From an optimization exercise on the open Yosys and OpenROAD flow, aimed at small area and a short achievable clock period; shortcuts taken in it are not production practice.
Where RTL was checked, it was by simulation tests only, not by an equivalence proof against the original.
Power and IR drop assume default switching activity.

old:
## fifo_generator_1
module fifo_generator_1 (
    input  logic        clk,
    input  logic        srst,
    input  logic [7:0]  din,
    input  logic        wr_en,
    input  logic        rd_en,
    output logic [15:0] dout,
    output logic        full,
    output logic        empty,
    output logic [9:0]  rd_data_count,
    output logic [8:0]  wr_data_count
);
    localparam int WORDS = 128;
    logic [15:0] mem_r [WORDS];
    logic [15:0] wlo_n_r;     
    logic [15:0] whi_n_r;     
    logic [7:0]  rlo_r;       
    logic [15:0] rhi_r;       
    logic [8:0]  cnt_r;       
    logic        empty_r;
    logic [15:0] dout_r;
    logic        full_s;
    logic        wr_acc_s;
    logic        rd_acc_s;
    assign full_s   = cnt_r[8];
    assign wr_acc_s = wr_en & ~full_s;
    assign rd_acc_s = rd_en & ~empty_r;
    for (genvar i = 0; i < WORDS; i++) begin : g_mem
        always_ff @(posedge clk) begin
            if (!(full_s | whi_n_r[i/8] | wlo_n_r[2*(i%8)]))
                mem_r[i][15:8] <= din;
            if (!(full_s | whi_n_r[i/8] | wlo_n_r[2*(i%8)+1]))
                mem_r[i][7:0] <= din;
        end
    end
    logic [15:0] rd_word_s;
    always_comb begin
        rd_word_s = '0;
        for (int j = 0; j < 16; j++) begin
            logic [15:0] grp;
            grp = '0;
            for (int i = 0; i < 8; i++)
                grp = grp | (mem_r[8*j+i] & {16{rlo_r[i]}});
            rd_word_s = rd_word_s | (grp & {16{rhi_r[j]}});
        end
    end
    logic [8:0] cnt_nxt_s;
    logic       empty_nxt_s;
    always_comb begin
        case ({wr_acc_s, rd_acc_s})
  ...
Size: about 2100 flip-flops, about 49 I/O pins, about 79000 sq um of cells after synthesis.
Settings: LEC_CHECK=0, CAP_MARGIN=20, CORE_MARGIN=2, CORE_UTILIZATION=65, CTS_CLUSTER_DIAMETER=50, CTS_CLUSTER_SIZE=40, SETUP_SLACK_MARGIN=2.5, SLEW_MARGIN=20; clock period 5.0 ns.
run.sh (not shown) runs the stock make flow with config.mk's settings and CLKGATE_MAP_FILE= SYNTH_SCRIPT=/design/flow/synth_recipe.tcl, a recipe that flattens the netlist after the stock synthesis.
old finished every step from synthesis to the final layout, and the layout passed the timing, DRC and antenna checks.
Inputs modified between old and new:
- changing CTS_CLUSTER_SIZE from 40 to 30
- changing CORE_UTILIZATION from 65 to 55
- changing CTS_CLUSTER_DIAMETER from 50 to 60
==> comparison <==
Delta (new minus old): hold slack grew by 0.023 ns, total met3 wirelength after detailed routing shrank by 24%, combinational power grew by about 2%, final critical path time including I/O delays and setup grew by 0.028 ns, worst setup skew after layout shrank by 0.018 ns.
In summary, old completed successfully, with a layout that passed the timing, DRC and antenna checks.
new: full flow OK, the timing, DRC and antenna checks passed
End of the critical path: mem_r[41][15] -> new, dout_r[14] -> old
Maximum net fanout on the critical path is lower on old
Function was not checked in any run of this note: the RTL went through the layout flow alone.


## the previous run
Another version of the RTL of fifo_generator_1 (not shown whole).
Size in the first run: about 4,400 cells after synthesis, about 2,100 flip-flops, about 49 I/O pins, about 78,000 um^2 of cells after synthesis.
clock: 5.0 ns
lec_check: 0
cap_margin: 20
core_margin: 2
core_utilization: 55
cts_cluster_diameter: 60
cts_cluster_size: 30
setup_slack_margin: 2.5
slew_margin: 20
The inputs of the current run differ from those of the previous run as listed below.
Settings: changing SETUP_SLACK_MARGIN from 2.5 to 3.0.
==> comparison <==
- First-pass detailed-route iteration total down 2 in the current run wrt the previous run
- Total power: the current run above the previous run
- Between the previous run and the current run, minimum setup slack after placement is lower for the previous run, the current run comes in above that.
- Measured against each other, the previous run and the current run differ in count of clock-buffer cells in the layout, the higher figure coming from the previous run.
- Compared with the previous run, the current run shows a higher period utilization.
- Instance count after placement with tap cells included essentially unchanged between the current run and the previous run.
Function was not checked in any run of this note: the RTL went through the layout flow alone.


Setup of v6:
fifo_generator_1, a different RTL version from the one above (not shown whole).
For scale: ~2100 flip-flops, ~49 I/O pins.
Settings: LEC_CHECK=0, CAP_MARGIN=20, CORE_MARGIN=2, CORE_UTILIZATION=47, CTS_BUF_LIST=sky130_fd_sc_hd__clkbuf_8 sky130_fd_sc_hd__clkbuf_16, CTS_CLUSTER_DIAMETER=60, CTS_CLUSTER_SIZE=30, SETUP_SLACK_MARGIN=2.5, SLEW_MARGIN=20; clock period 5.0 ns.
Relative to v6, the following input files were edited for v7:
==> flow/config.mk <==
export PLATFORM = sky130hd
export DESIGN_NAME = fifo_generator_1
export DESIGN_NICKNAME = fifo_generator_1
export VERILOG_FILES = /design/flow/design.v
export SDC_FILE = /design/flow/constraint.sdc
export NUM_CORES = 4
export LEC_CHECK = 0
export CAP_MARGIN = 20
export CORE_MARGIN = 2
export CORE_UTILIZATION = 55
export CTS_BUF_LIST = sky130_fd_sc_hd__clkbuf_8 sky130_fd_sc_hd__clkbuf_16
export CTS_CLUSTER_DIAMETER = 60
export CTS_CLUSTER_SIZE = 30
export SETUP_SLACK_MARGIN = 2.7
export SLEW_MARGIN = 20
[summary]
When v7 is measured against v6, its number of antenna violations at the first check in global routing turns out 7 lower. Against v6, layout net count in v7 rose slightly. In the flow results for v7 and v6, the final period utilization is smaller on v7. Against v6, total power in v7 came out worse. For the length of routed met3 wiring, v7 came in 23% higher than v6 did. Worst hold margin for v7 is higher than for v6. v7: setup slack is 0.12 ns higher than what v6 reported. Delta (v7 minus v6): placement-stage worst setup slack went down by 0.18 ns; leakage power of the design went up by 3.7%.

[re-timing with driven ports]
In the flow no input, the clock included, has a driving cell. The finished layouts below were timed again as built, in two steps. Step 1 (the two cells are an assumption about what drives the block):
set clk [get_ports {clk}]
set_driving_cell -lib_cell sky130_fd_sc_hd__clkbuf_16 $clk
set_driving_cell -lib_cell sky130_fd_sc_hd__buf_2 [delete_from_list [all_inputs] $clk]
Step 2 adds t to the input delays and takes it off the output delays; t is the mean of the earliest and latest rising clock arrival at the registers after step 1. Input paths then give back, and output paths get back, about the clock's delay inside the block. Three values: ideal ports, drivers, drivers and shift; two values: the first two.
run	t, ns	setup WS [ns]	hold slack, ns	worst setup path after step 2	cell pins on the clock port's net
old	0.863	2.466 / 2.454 / 1.694	0.225 / 0.164 / 0.515	input to register	1
new	0.884	2.438 / 2.362 / 2.070	0.249 / 0.186 / 0.572	input to register	1
the previous run	0.865	2.464 / 2.460 / 1.723	0.274 / 0.214 / 0.508	input to register	1
the current run	0.865	2.335 / 2.335 / 1.682	0.330 / 0.269 / 0.511	input to register	1
v6	0.893	2.372 / 2.372 / 1.766	0.181 / 0.127 / 0.502	input to register	1
v7	0.875	2.488 / 2.435 / 1.951	0.288 / 0.225 / 0.512	input to register	1
After both steps setup and hold are still met in every run listed. The setup slack of old, which loses most, moves by -0.012 ns with the drivers and by -0.772 ns with both steps.
